Source: an optimization exercise on an open RTL-to-GDS flow (aim: small area). Production flows keep margins and buffers that such runs may drop. Only simulation tests tie the RTL to the original design; equivalence was not proved. No activity file was given, so power comes from the tool's default toggle rates. The clock port is modelled as an ideal driver; clocking choices that lean on that would not hold on a real chip.

== exp/maple ==
==> flow/design.v (excerpt) <==
module http_date_to_epoch_parser (
   input  wire logic               clock,
   input  wire logic               reset,
   input  wire logic [7:0]         req_text_byte,
   input  wire logic               req_first,
   input  wire logic               req_push,
   output logic                    req_full,
   output logic [1:0]              rsp_status,
   output logic signed [39:0]      rsp_epoch_seconds,
   output logic                    rsp_empty,
   input  wire logic               rsp_pop,
   input  wire logic               csr_valid,
   output logic                    csr_ready,
   input  wire logic signed [17:0] csr_zone_offset
);
Size in the first run: ~1,900 cells after synthesis, roughly 530 flip-flops, about 77 I/O pins, roughly 19,000 um^2 of cells after synthesis.
Settings: LEC_CHECK=0, ABC_AREA=1, CAP_MARGIN=10, CORE_MARGIN=2, CORE_UTILIZATION=75, SLEW_MARGIN=10; clock period 8.0 ns.
standard.sh (not shown) runs the stock make flow with config.mk's settings and CLKGATE_MAP_FILE= SYNTH_SCRIPT=/design/flow/synth_recipe.tcl, a recipe that flattens the netlist after the stock synthesis.
==> flow/flow/run.sh <==
#!/bin/bash
# Standard layout with two placement/CTS options changed:
#  - port buffers use the smallest buffer cell (every port still gets one);
#  - the clock tree is built without dummy load cells.
# Everything else, synthesis included, is the standard flow (standard.sh).
set -e
export BUFFER_PORTS_ARGS="-buffer_cell sky130_fd_sc_hd__buf_1"
export CTS_ARGS="-sink_clustering_enable -repair_clock_nets -dont_use_dummy_load -sink_clustering_size 28 -sink_clustering_max_diameter 100 -buf_list sky130_fd_sc_hd__clkbuf_16"
bash standard.sh > standard.log 2>&1
## Diff of input files: exp/raven against exp/maple
- changing SLEW_MARGIN from 10 to 20
- changing CAP_MARGIN from 10 to 20
==> notes.md <==
exp/raven against exp/maple: synthesized area neither gained nor lost much; combinational power neither gained nor lost much; transition at the pin with the smallest max-transition slack picked up an extra 0.012 ns; logic gate share of total power neither gained nor lost much.
Setup changes, exp/raven to exp/fjord
- GPL_TIMING_DRIVEN newly set to 0
==> comparison <==
The more densely filled core belongs to exp/fjord, not exp/raven.
exp/fjord against exp/raven: area added between synthesis and finish higher; total power consumption of the routed design level; total setup violations reported at the end of the flow neither gained nor lost much; part of the cycle the worst path needs up 4.3 points.

========
before:
Starting RTL as in the previous note.
clock: 8.0 ns
lec_check: 0
abc_area: 1
cap_margin: 20
core_margin: 2
core_utilization: 80
slew_margin: 20
Scripts as last shown in full above: flow/flow/run.sh
before: PASS, flow complete, no timing, DRC or antenna violations
For after, these inputs were changed with respect to before:
# before
export LEC_CHECK = 0
export ABC_AREA = 1
export CAP_MARGIN = 20
export CORE_MARGIN = 2
export CORE_UTILIZATION = 80
export SLEW_MARGIN = 20
create_clock -name core_clock -period 8.0 [get_ports {clock}]
# after
export LEC_CHECK = 0
export ABC_AREA = 1
export CAP_MARGIN = 20
export CORE_MARGIN = 2
export CORE_UTILIZATION = 75
export SLEW_MARGIN = 20
create_clock -name core_clock -period 8.0 [get_ports {clock}]
-- flow/flow/run.sh --
<<< before, line 8
export CTS_ARGS="-sink_clustering_enable -repair_clock_nets -dont_use_dummy_load -sink_clustering_size 28 -sink_clustering_max_diameter 100 -buf_list sky130_fd_sc_hd__clkbuf_16"
>>> after, line 8
export CTS_ARGS="-sink_clustering_enable -repair_clock_nets -dont_use_dummy_load -sink_clustering_size 30 -sink_clustering_max_diameter 100 -buf_list sky130_fd_sc_hd__clkbuf_16"
[summary]
Height of the chip in after is 5.1 um above before. Taking before as the reference, in after total cell area at the placement stage neither gained nor lost much; total via count in the routed design lower. On cell area, before tracks after almost exactly. Routed wire length: after < before. Looking at share of the core filled with cells, after sits 5.7 points below before. [after] clock-buffer cell count fell 4.5% relative to before.

========
== yarrow ==
Another version of the RTL of http_date_to_epoch_parser (not shown whole).
For scale: about 1,900 cells after synthesis, ~77 I/O pins, about 20,000 sq um of cells after synthesis.
clock: 8.0 ns
lec_check: 0
abc_area: 1
cap_margin: 20
core_margin: 2
core_utilization: 40
cts_buf_list: sky130_fd_sc_hd__clkbuf_16
cts_cluster_diameter: 100
cts_cluster_size: 22
slew_margin: 20
run.sh (not shown) runs the stock make flow with config.mk's settings and CLKGATE_MAP_FILE= SYNTH_SCRIPT=/design/flow/synth_recipe.tcl, a recipe that flattens the netlist after the stock synthesis.
Stock flow here: none of the scripts above is used.
The flow did not stop early for yarrow: all stages ran, and the layout cleared the timing, design-rule and antenna checks.
--- input diff yarrow..cedar ---
# yarrow
export LEC_CHECK = 0
export ABC_AREA = 1
export CAP_MARGIN = 20
export CORE_MARGIN = 2
export CORE_UTILIZATION = 40
export CTS_BUF_LIST = sky130_fd_sc_hd__clkbuf_16
export CTS_CLUSTER_DIAMETER = 100
export CTS_CLUSTER_SIZE = 22
export SLEW_MARGIN = 20
create_clock -name core_clock -period 8.0 [get_ports {clock}]
# cedar
export LEC_CHECK = 0
export ABC_AREA = 1
export CAP_MARGIN = 20
export CORE_MARGIN = 2
export CORE_UTILIZATION = 60
export CTS_BUF_LIST = sky130_fd_sc_hd__clkbuf_16
export CTS_CLUSTER_DIAMETER = 100
export CTS_CLUSTER_SIZE = 22
export SLEW_MARGIN = 20
create_clock -name core_clock -period 8.0 [get_ports {clock}]
## What came out
The final layout from cedar, which completed every stage, passed the timing, design-rule and antenna checks at the end of the flow.
Of yarrow and cedar, the run reporting the higher global routing met3 resource utilization was cedar.
Comparing yarrow and cedar, the higher worst setup slack after layout is on yarrow.
Compared with yarrow, in cedar fraction of power spent switching nets saw little to no change; die span in y saw a decrease; combinational power share saw an increase.
In the final reports, the cell area of cedar is smaller than that of yarrow.
Share of the cycle needed by the critical path after routing for cedar: 0.17 points up relative to yarrow
Compared with yarrow, cedar shows die area that has gone down by more than a quarter.
Comparing yarrow and cedar, worst slew margin relative to its limit is lower on yarrow.
Compared with yarrow, routed wire length in cedar decreased slightly.

========
http_date_to_epoch_parser, a different RTL version from the one above (not shown whole).
For scale: roughly 530 flip-flops, about 77 I/O pins, about 0.020 mm^2 of cells after synthesis.
Settings: LEC_CHECK=0, ABC_AREA=1, CAP_MARGIN=20, CORE_MARGIN=2, CORE_UTILIZATION=60, CTS_BUF_LIST=sky130_fd_sc_hd__clkbuf_16, CTS_CLUSTER_DIAMETER=100, CTS_CLUSTER_SIZE=22, SLEW_MARGIN=20; clock period 8.0 ns.
standard.sh (not shown) runs the stock make flow with config.mk's settings and CLKGATE_MAP_FILE= SYNTH_SCRIPT=/design/flow/synth_recipe.tcl, a recipe that flattens the netlist after the stock synthesis.
==> flow/flow/run.sh <==
#!/bin/bash
# Standard layout with two placement/CTS options changed:
#  - port buffers use the smallest buffer cell (every port still gets one);
#  - the clock tree is built without dummy load cells.
# Everything else, synthesis included, is the standard flow (standard.sh).
set -e
export BUFFER_PORTS_ARGS="-buffer_cell sky130_fd_sc_hd__buf_1"
export CTS_ARGS="-sink_clustering_enable -repair_clock_nets -dont_use_dummy_load -sink_clustering_size 22 -sink_clustering_max_diameter 100 -buf_list sky130_fd_sc_hd__clkbuf_16"
bash standard.sh > standard.log 2>&1
The starting point went through all stages and came out clean.
Then changed:
--- a/flow/flow/run.sh
+++ b/flow/flow/run.sh
@@ -8 +8 @@
-export CTS_ARGS="-sink_clustering_enable -repair_clock_nets -dont_use_dummy_load -sink_clustering_size 22 -sink_clustering_max_diameter 100 -buf_list sky130_fd_sc_hd__clkbuf_16"
+export CTS_ARGS="-sink_clustering_enable -repair_clock_nets -dont_use_dummy_load -sink_clustering_size 26 -sink_clustering_max_diameter 100 -buf_list sky130_fd_sc_hd__clkbuf_16"
Settings changed: CORE_UTILIZATION 60 to 70, CTS_BUF_LIST sky130_fd_sc_hd__clkbuf_16 to not set, CTS_CLUSTER_DIAMETER 100 to not set, CTS_CLUSTER_SIZE 22 to not set.
Result: The new run completed without violations. Wire length increases by 4.0%. Global-route usage increases by 5.2 points. Final area decreases by 0.89%. Sequential power hardly moves. Hold slack got worse by 10 ps. Core utilization increases by 10 points. Power decreases by 0.83%. Die area decreases by 14%. Synthesized cell count does not change.

========
http_date_to_epoch_parser, a different RTL version from the one above (not shown whole).
For scale: about 1800 cells after synthesis, about 520 flip-flops, ~77 I/O pins, roughly 19000 um2 of cells after synthesis.
Settings: LEC_CHECK=0, ABC_AREA=1, CAP_MARGIN=20, CORE_MARGIN=2, CORE_UTILIZATION=75, SLEW_MARGIN=20; clock period 8.0 ns.
==> flow/flow/run.sh <==
#!/bin/bash
# Standard layout with two placement/CTS options changed:
#  - port buffers use the smallest buffer cell (every port still gets one);
#  - the clock tree is built without dummy load cells.
# Everything else, synthesis included, is the standard flow (standard.sh).
set -e
export BUFFER_PORTS_ARGS="-buffer_cell sky130_fd_sc_hd__buf_1"
export CTS_ARGS="-sink_clustering_enable -repair_clock_nets -dont_use_dummy_load -sink_clustering_size 24 -sink_clustering_max_diameter 100 -buf_list sky130_fd_sc_hd__clkbuf_16"
bash standard.sh > standard.log 2>&1
Edit:
--- a/flow/flow/run.sh
+++ b/flow/flow/run.sh
@@ -6,4 +6,4 @@
 set -e
 export BUFFER_PORTS_ARGS="-buffer_cell sky130_fd_sc_hd__buf_1"
-export CTS_ARGS="-sink_clustering_enable -repair_clock_nets -dont_use_dummy_load -sink_clustering_size 24 -sink_clustering_max_diameter 100 -buf_list sky130_fd_sc_hd__clkbuf_16"
+export CTS_ARGS="-sink_clustering_enable -repair_clock_nets -dont_use_dummy_load -sink_clustering_size 28 -sink_clustering_max_diameter 100 -buf_list sky130_fd_sc_hd__clkbuf_16"
 bash standard.sh > standard.log 2>&1
The new run completed with no timing, DRC or antenna violations.
Fmax decreases slightly.
Power falls slightly.
Clock skew goes up by 0.044 ns.
Critical path depth went up by 3.
Setup slack gets worse by 0.095 ns.

afterwards: timing with drivers on the ports:
No port has a modelled driver above. Below, the same layouts with a new extraction and two added sets of constraints. Step 1 assumes that a clkbuf_16 drives the clock port and a buf_2 every other input. Step 2 adds t to the input delays and takes it off the output delays; t is the mean of the earliest and latest rising clock arrival at the registers after step 1. Input paths then give back, and output paths get back, about the clock's delay inside the block. a / b / c = no drivers / after step 1 / after step 2; a / b = the first two.
| run | shift t [ns] | slack for setup (ns) | worst setup path after step 2 | latest minus earliest clock arrival (ns) |
|---|---|---|---|---|
| exp/maple | 0.584 | 0.872 / 0.872 / 0.640 | input to register | 0.044 / 0.044 |
| exp/raven | 0.586 | 0.936 / 0.936 / 0.706 | input to register | 0.039 / 0.038 |
| exp/fjord | 0.596 | 0.589 / 0.589 / 0.084 | input to register | 0.040 / 0.040 |
| before | 0.591 | 0.603 / 0.603 / 0.423 | input to register | 0.043 / 0.043 |
| after | 0.588 | 0.849 / 0.849 / 0.657 | input to register | 0.046 / 0.046 |
| yarrow | 0.636 | 0.881 / 0.881 / 0.881 | register to register | 0.030 / 0.030 |
| cedar | 0.631 | 0.868 / 0.868 / 0.868 | register to register | 0.033 / 0.034 |
| the first run of note 4 | 0.595 | 0.949 / 0.949 / 0.949 | register to register | 0.065 / 0.065 |
| the second run of note 4 | 0.589 | 0.898 / 0.898 / 0.737 | input to register | 0.090 / 0.091 |
| the first run of note 5 | 0.593 | 0.491 / 0.491 / 0.175 | input to register | 0.025 / 0.025 |
| the second run of note 5 | 0.592 | 0.396 / 0.396 / 0.035 | input to register | 0.068 / 0.068 |
After both steps every run listed still meets setup and hold. The setup slack of exp/fjord, which loses most, moves by 0.000 ns with the drivers and by -0.505 ns with both steps.
